Background: an optimization exercise with open tools, aiming at small area and a short achievable clock period. Do not read the settings as production practice.
At most, simulation tests tie the RTL to the original design; equivalence was not proved.
Power and IR drop assume default switching activity.

## pine
## region
module region (
    input  logic                                     clk,
    input  logic                                     rst_n,
    input  logic [4-1:0]                re,
    input  logic [2*4-1:0]              rsel,
    input  logic [5*4-1:0] raddr,
    input  logic [4-1:0]                we,
    input  logic [2*4-1:0]              wsel,
    input  logic [5*4-1:0] waddr,
    input  logic [16*4-1:0] wdata,
    output logic [4-1:0]                rvalid,
    output logic [16*4-1:0] rdata,
    output logic                                     empty,
    output logic                                     almostfull
);
    logic [(1<<5)-1:0] ram_rrow;
    logic [16-1:0] ram_rdata;
    logic                      ram_we;
    logic [5-1:0] ram_waddr;
    logic [16-1:0] ram_wdata;
    logic                      fifo_re;
    logic [16-1:0] fifo_rdata;
    logic                      fifo_we;
    logic [16-1:0] fifo_wdata;
    read_arbiter i_read_arbiter (
        .clk        (clk),
        .rst_n      (rst_n),
        .re         (re),
        .rsel       (rsel),
        .raddr      (raddr),
        .rvalid     (rvalid),
        .rdata      (rdata),
        .ram_rrow   (ram_rrow),
        .ram_rdata  (ram_rdata),
        .fifo_re    (fifo_re),
        .fifo_rdata (fifo_rdata),
        .fifo_empty (empty)
    );
    write_arbiter i_write_arbiter (
        .clk        (clk),
        .rst_n      (rst_n),
        .we         (we),
        .wsel       (wsel),
        .waddr      (waddr),
        .wdata      (wdata),
        .ram_we     (ram_we),
        .ram_waddr  (ram_waddr),
        .ram_wdata  (ram_wdata),
        .fifo_we    (fifo_we),
        .fifo_wdata (fifo_wdata)
  ...
make LEC_CHECK=0 CAP_MARGIN=20 CORE_MARGIN=2 CORE_UTILIZATION=40 SETUP_SLACK_MARGIN=1.7 SLEW_MARGIN=20 finish   # period 4.0 ns
run.sh (not shown) runs the stock make flow with config.mk's settings and CLKGATE_MAP_FILE= SYNTH_SCRIPT=/design/flow/synth_recipe.tcl, a recipe that flattens the netlist after the stock synthesis.
pine has completed all stages; timing, DRC and antenna checks passed.
Modified inputs, maple compared to pine
Settings: CORE_UTILIZATION: 40 -> 45; SETUP_SLACK_MARGIN: 1.7 -> 1.75; CTS_CLUSTER_DIAMETER: unset -> 80; CTS_CLUSTER_SIZE: unset -> 25.
==> run notes <==
Met1 routing resource usage after global routing: maple vs pine up 2.3 points
Largest incremental delay on the critical path for maple is higher than for pine.
On largest voltage drop on the vdd net, pine loses to maple.
Sort maple and pine by maximum frequency, descending, and pine comes first.
Leakage power improves in maple relative to pine.
Diff maple..pine | largest driver fanout on the critical path | unchanged
Compared with pine, maple shows a met3 wire length that is about 12% lower.
| area after detailed placement | maple vs pine | about 0.8% lower |
When maple is measured against pine, its count of buffering cells on the critical path with inverters included turns out 1 lower.
Critical path depth was lower in the run labelled maple.
maple gives more overall routing resource usage than pine did.

---

region, a different RTL version from the one above (not shown whole).
Size in the first run: ~2900 cells after synthesis, ~1200 flip-flops, roughly 200 I/O pins, about 45000 um^2 of cells after synthesis.
Settings: LEC_CHECK=0, CAP_MARGIN=20, CORE_MARGIN=2, CORE_UTILIZATION=45, CTS_CLUSTER_DIAMETER=80, CTS_CLUSTER_SIZE=25, SETUP_SLACK_MARGIN=1.8, SLEW_MARGIN=20, SYNTH_HIERARCHICAL=1; clock period 4.0 ns.
standard.sh (not shown) runs the stock make flow with config.mk's settings and CLKGATE_MAP_FILE= SYNTH_SCRIPT=/design/flow/synth_recipe.tcl, a recipe that flattens the netlist after the stock synthesis.
==> flow/flow/run.sh <==
#!/bin/bash
# Layout flow: the standard ORFS flow (standard.sh), unchanged synthesis,
# with plain buffers on the ports instead of the delay cells buffer_ports
# picks by default, and a clock tree without dummy loads. Each step's output
# goes to a log of its own here.
set -euo pipefail
export BUFFER_PORTS_ARGS="-buffer_cell sky130_fd_sc_hd__buf_2"
export CTS_ARGS="-sink_clustering_enable -repair_clock_nets -sink_clustering_size 25 -sink_clustering_max_diameter 80 -dont_use_dummy_load"
bash standard.sh synth > synth.log 2>&1
bash standard.sh floorplan > floorplan.log 2>&1
bash standard.sh place > place.log 2>&1
bash standard.sh cts > cts.log 2>&1
bash standard.sh route > route.log 2>&1
bash standard.sh finish > finish.log 2>&1
Next try:
==> flow/flow/run.sh (replaced) <==
#!/bin/bash
# Layout flow: the standard ORFS flow (standard.sh), unchanged synthesis,
# with plain buffers on the ports instead of the delay cells buffer_ports
# picks by default. Each step's output goes to a log of its own here.
set -euo pipefail
export BUFFER_PORTS_ARGS="-buffer_cell sky130_fd_sc_hd__buf_2"
bash standard.sh synth > synth.log 2>&1
bash standard.sh floorplan > floorplan.log 2>&1
bash standard.sh place > place.log 2>&1
bash standard.sh cts > cts.log 2>&1
bash standard.sh route > route.log 2>&1
bash standard.sh finish > finish.log 2>&1
- CORE_UTILIZATION: 45 -> 50
What happened: Non-clock buffer count shrinks by 10. Global-route usage climbs by 1.4 points. Routed wire length goes down by a few percent. Sequential power barely changes. Final area falls slightly.
Next try:
- SETUP_SLACK_MARGIN: 1.8 -> 1.4
=> Global-route usage goes down by 0.21 points; combinational power goes down by a few percent; die area is unchanged; total power hardly moves; clock power goes up slightly; non-clock buffer count goes down by 6; area after synthesis does not change; sequential share of layout area goes up by 0.45 points; fmax goes down by roughly a tenth.
Next try:
- SETUP_SLACK_MARGIN: 1.4 -> 2.3
Result:
- The new run ran to the end with no violations
- total power increases by 1.7%
- worst setup slack improves by 290 ps
- final area increases by 8.3%
- hold slack improves by 22 ps
- clock skew stays flat
- synthesized area does not change
- final cell count increases by 2.5%
No functional check of the RTL was part of any run of this note.

---

v4:
Another version of the RTL of region (not shown whole).
Size: roughly 2,800 cells after synthesis, about 200 I/O pins.
==> flow/config.mk <==
export PLATFORM = sky130hd
export DESIGN_NAME = region
export DESIGN_NICKNAME = region
export VERILOG_FILES = /design/flow/design.v
export SDC_FILE = /design/flow/constraint.sdc
export NUM_CORES = 4
export LEC_CHECK = 0
export CAP_MARGIN = 20
export CORE_MARGIN = 2
export CORE_UTILIZATION = 50
export CTS_CLUSTER_DIAMETER = 70
export CTS_CLUSTER_SIZE = 20
export PLACE_DENSITY = 0.8
export SETUP_SLACK_MARGIN = 1.9
export SLEW_MARGIN = 20
export SYNTH_HIERARCHICAL = 1
==> flow/constraint.sdc <==
create_clock -name core_clock -period 4.0 [get_ports {clk}]
set_input_delay 0.8000 -clock core_clock [delete_from_list [all_inputs] [get_ports {clk}]]
set_output_delay 0.8000 -clock core_clock [all_outputs]
set_load 0.01 [all_outputs]
==> flow/flow/run.sh <==
#!/bin/bash
# Layout flow: the standard ORFS flow (standard.sh), unchanged synthesis,
# with plain buffers on the ports instead of the delay cells buffer_ports
# picks by default, and a clock tree without dummy loads. Each step's output
# goes to a log of its own here.
set -euo pipefail
export BUFFER_PORTS_ARGS="-buffer_cell sky130_fd_sc_hd__buf_2"
export CTS_ARGS="-sink_clustering_enable -repair_clock_nets -sink_clustering_size 20 -sink_clustering_max_diameter 70 -dont_use_dummy_load"
bash standard.sh synth > synth.log 2>&1
bash standard.sh floorplan > floorplan.log 2>&1
bash standard.sh place > place.log 2>&1
bash standard.sh cts > cts.log 2>&1
bash standard.sh route > route.log 2>&1
bash standard.sh finish > finish.log 2>&1
The inputs of v25 differ from those of v4 as listed below.
--- a/flow/flow/run.sh
+++ b/flow/flow/run.sh
@@ -8 +8 @@
-export CTS_ARGS="-sink_clustering_enable -repair_clock_nets -sink_clustering_size 20 -sink_clustering_max_diameter 70 -dont_use_dummy_load"
+export CTS_ARGS="-sink_clustering_enable -repair_clock_nets -sink_clustering_size 25 -sink_clustering_max_diameter 80 -dont_use_dummy_load"
--- a/flow/config.mk
+++ b/flow/config.mk
@@ -11,3 +11,2 @@
-export CTS_CLUSTER_DIAMETER = 70
-export CTS_CLUSTER_SIZE = 20
-export PLACE_DENSITY = 0.8
+export CTS_CLUSTER_DIAMETER = 80
+export CTS_CLUSTER_SIZE = 25
### Flow results
- Comparing v4 and v25, the higher number of nets in the finished design is on v4.
- For v25, the capture point of the critical path was rdata[47], unlike v4, where it was rdata[46].
- v4 → v25: wire length after detailed routing increased about 5%, count of H-tree levels built during CTS decreased 1, total via count in the routed design decreased 1.7%, count of standard-cell rows essentially unchanged.
- v25 ended up with a lower post-layout instance area than v4 did.
Here is what was changed in the inputs of v40 compared with v25.
--- a/flow/flow/run.sh
+++ b/flow/flow/run.sh
@@ -8 +8 @@
-export CTS_ARGS="-sink_clustering_enable -repair_clock_nets -sink_clustering_size 25 -sink_clustering_max_diameter 80 -dont_use_dummy_load"
+export CTS_ARGS="-sink_clustering_enable -repair_clock_nets -sink_clustering_size 22 -sink_clustering_max_diameter 75 -dont_use_dummy_load"
--- a/flow/config.mk
+++ b/flow/config.mk
@@ -11,2 +11,2 @@
-export CTS_CLUSTER_DIAMETER = 80
-export CTS_CLUSTER_SIZE = 25
+export CTS_CLUSTER_DIAMETER = 75
+export CTS_CLUSTER_SIZE = 22
The biggest cell delay along the critical path was comparable across v40 and v25. v40 and v25 ended up with roughly the same power dissipated in sequential cells. In the metrics for v40 and v25, the one carrying the higher number of instances on the worst hold path is v25. v40 vs v25 on wire length: v40 is the higher one. Relative to v25, the internal power component of v40 is higher by about 3%.

---

region with an RTL version that a note above also has.
Size in the first run: ~2900 cells after synthesis, about 1200 flip-flops, about 200 I/O pins.
Settings: LEC_CHECK=0, CAP_MARGIN=20, CORE_MARGIN=2, CORE_UTILIZATION=50, CTS_CLUSTER_DIAMETER=80, CTS_CLUSTER_SIZE=25, SETUP_SLACK_MARGIN=1.6, SLEW_MARGIN=20, SYNTH_HIERARCHICAL=1; clock period 4.0 ns.
==> flow/flow/run.sh <==
#!/bin/bash
# Layout flow: the standard ORFS flow (standard.sh), unchanged synthesis,
# with plain buffers on the ports instead of the delay cells buffer_ports
# picks by default. Each step's output goes to a log of its own here.
set -euo pipefail
export BUFFER_PORTS_ARGS="-buffer_cell sky130_fd_sc_hd__buf_2"
bash standard.sh synth > synth.log 2>&1
bash standard.sh floorplan > floorplan.log 2>&1
bash standard.sh place > place.log 2>&1
bash standard.sh cts > cts.log 2>&1
bash standard.sh route > route.log 2>&1
bash standard.sh finish > finish.log 2>&1
Then changed:
- CORE_UTILIZATION: 50 -> 55
- SETUP_SLACK_MARGIN: 1.6 -> 1.8
Outcome: Final cell count came out lower by 2.2%; wire length is higher by 1.3%; hold slack degrades by 0.019 ns.
Then changed:
- CORE_UTILIZATION: 55 -> 50
- SETUP_SLACK_MARGIN: 1.8 -> 2.0
Worst setup slack improved by 0.0050 ns.
Non-clock buffer count came out higher by 27.
Combinational power hardly moves.
Total power fell by 1.1%.
Final area went up by 2.3%.
Clock-buffer cell count falls by 4.
First-iteration DRC count goes up by 15%.
Flip-flop and latch count does not change.
Fmax is about the same.
Clock power falls by 6.0%.
Worst hold slack gets better by 0.018 ns.
Then changed:
--- a/flow/flow/run.sh
+++ b/flow/flow/run.sh
@@ -4 +4,2 @@
-# picks by default. Each step's output goes to a log of its own here.
+# picks by default, and a clock tree without dummy loads. Each step's output
+# goes to a log of its own here.
@@ -6,0 +8 @@
+export CTS_ARGS="-sink_clustering_enable -repair_clock_nets -sink_clustering_size 25 -sink_clustering_max_diameter 80 -dont_use_dummy_load"
- SETUP_SLACK_MARGIN: 2.0 -> 1.8
Via count falls by 1.2%.
Setup slack degrades by 0.010 ns.
Cell area falls by 3.1%.
Core utilization falls by 1.7 points.
Synthesized area does not change.
Maximum frequency falls by 0.46%.
Die area is unchanged.
No functional check of the RTL was part of any run of this note.

-- static timing again, ports no longer ideal --
The results above use ideal ports. As a check the final layouts listed here were re-extracted and re-timed, cells and wires unchanged.
Step 1 assumes that a clkbuf_16 drives the clock port and a buf_2 every other input.
Step 2 also shifts input and output timing later by t, the mid clock arrival at the registers, as if the neighbouring blocks saw the same clock.
Slacks: ideal ports / drivers / drivers and shift; pairs: ideal ports / drivers.
run | t, ns | setup slack, ns | worst setup path after step 2 | clock arrival spread, ns
pine | 0.782 | 1.559 / 1.573 / 0.791 | input to register | 0.043 / 0.043
maple | 0.750 | 1.517 / 1.565 / 0.816 | input to register | 0.032 / 0.031
the first run of note 2 | 0.732 | 1.702 / 1.630 / 0.992 | input to register | 0.081 / 0.081
the second run of note 2 | 0.724 | 1.760 / 1.691 / 1.083 | input to register | 0.022 / 0.023
the third run of note 2 | 0.720 | 1.485 / 1.422 / 0.809 | input to register | 0.023 / 0.023
the fourth run of note 2 | 0.704 | 1.779 / 1.714 / 1.196 | input to register | 0.029 / 0.028
v4 | 0.667 | 1.822 / 1.755 / 1.138 | input to register | 0.102 / 0.102
v25 | 0.675 | 1.799 / 1.735 / 1.180 | input to register | 0.100 / 0.101
v40 | 0.685 | 1.804 / 1.740 / 1.119 | input to register | 0.074 / 0.074
the first run of note 4 | 0.726 | 1.670 / 1.600 / 0.998 | input to register | 0.025 / 0.025
the second run of note 4 | 0.737 | 1.764 / 1.691 / 1.027 | input to register | 0.050 / 0.050
the third run of note 4 | 0.722 | 1.769 / 1.700 / 1.242 | input to register | 0.019 / 0.019
the fourth run of note 4 | 0.709 | 1.759 / 1.689 / 1.064 | input to register | 0.055 / 0.055
After both steps every run listed still meets setup and hold. The setup slack of pine, which loses most, moves by +0.014 ns with the drivers and by -0.768 ns with both steps.
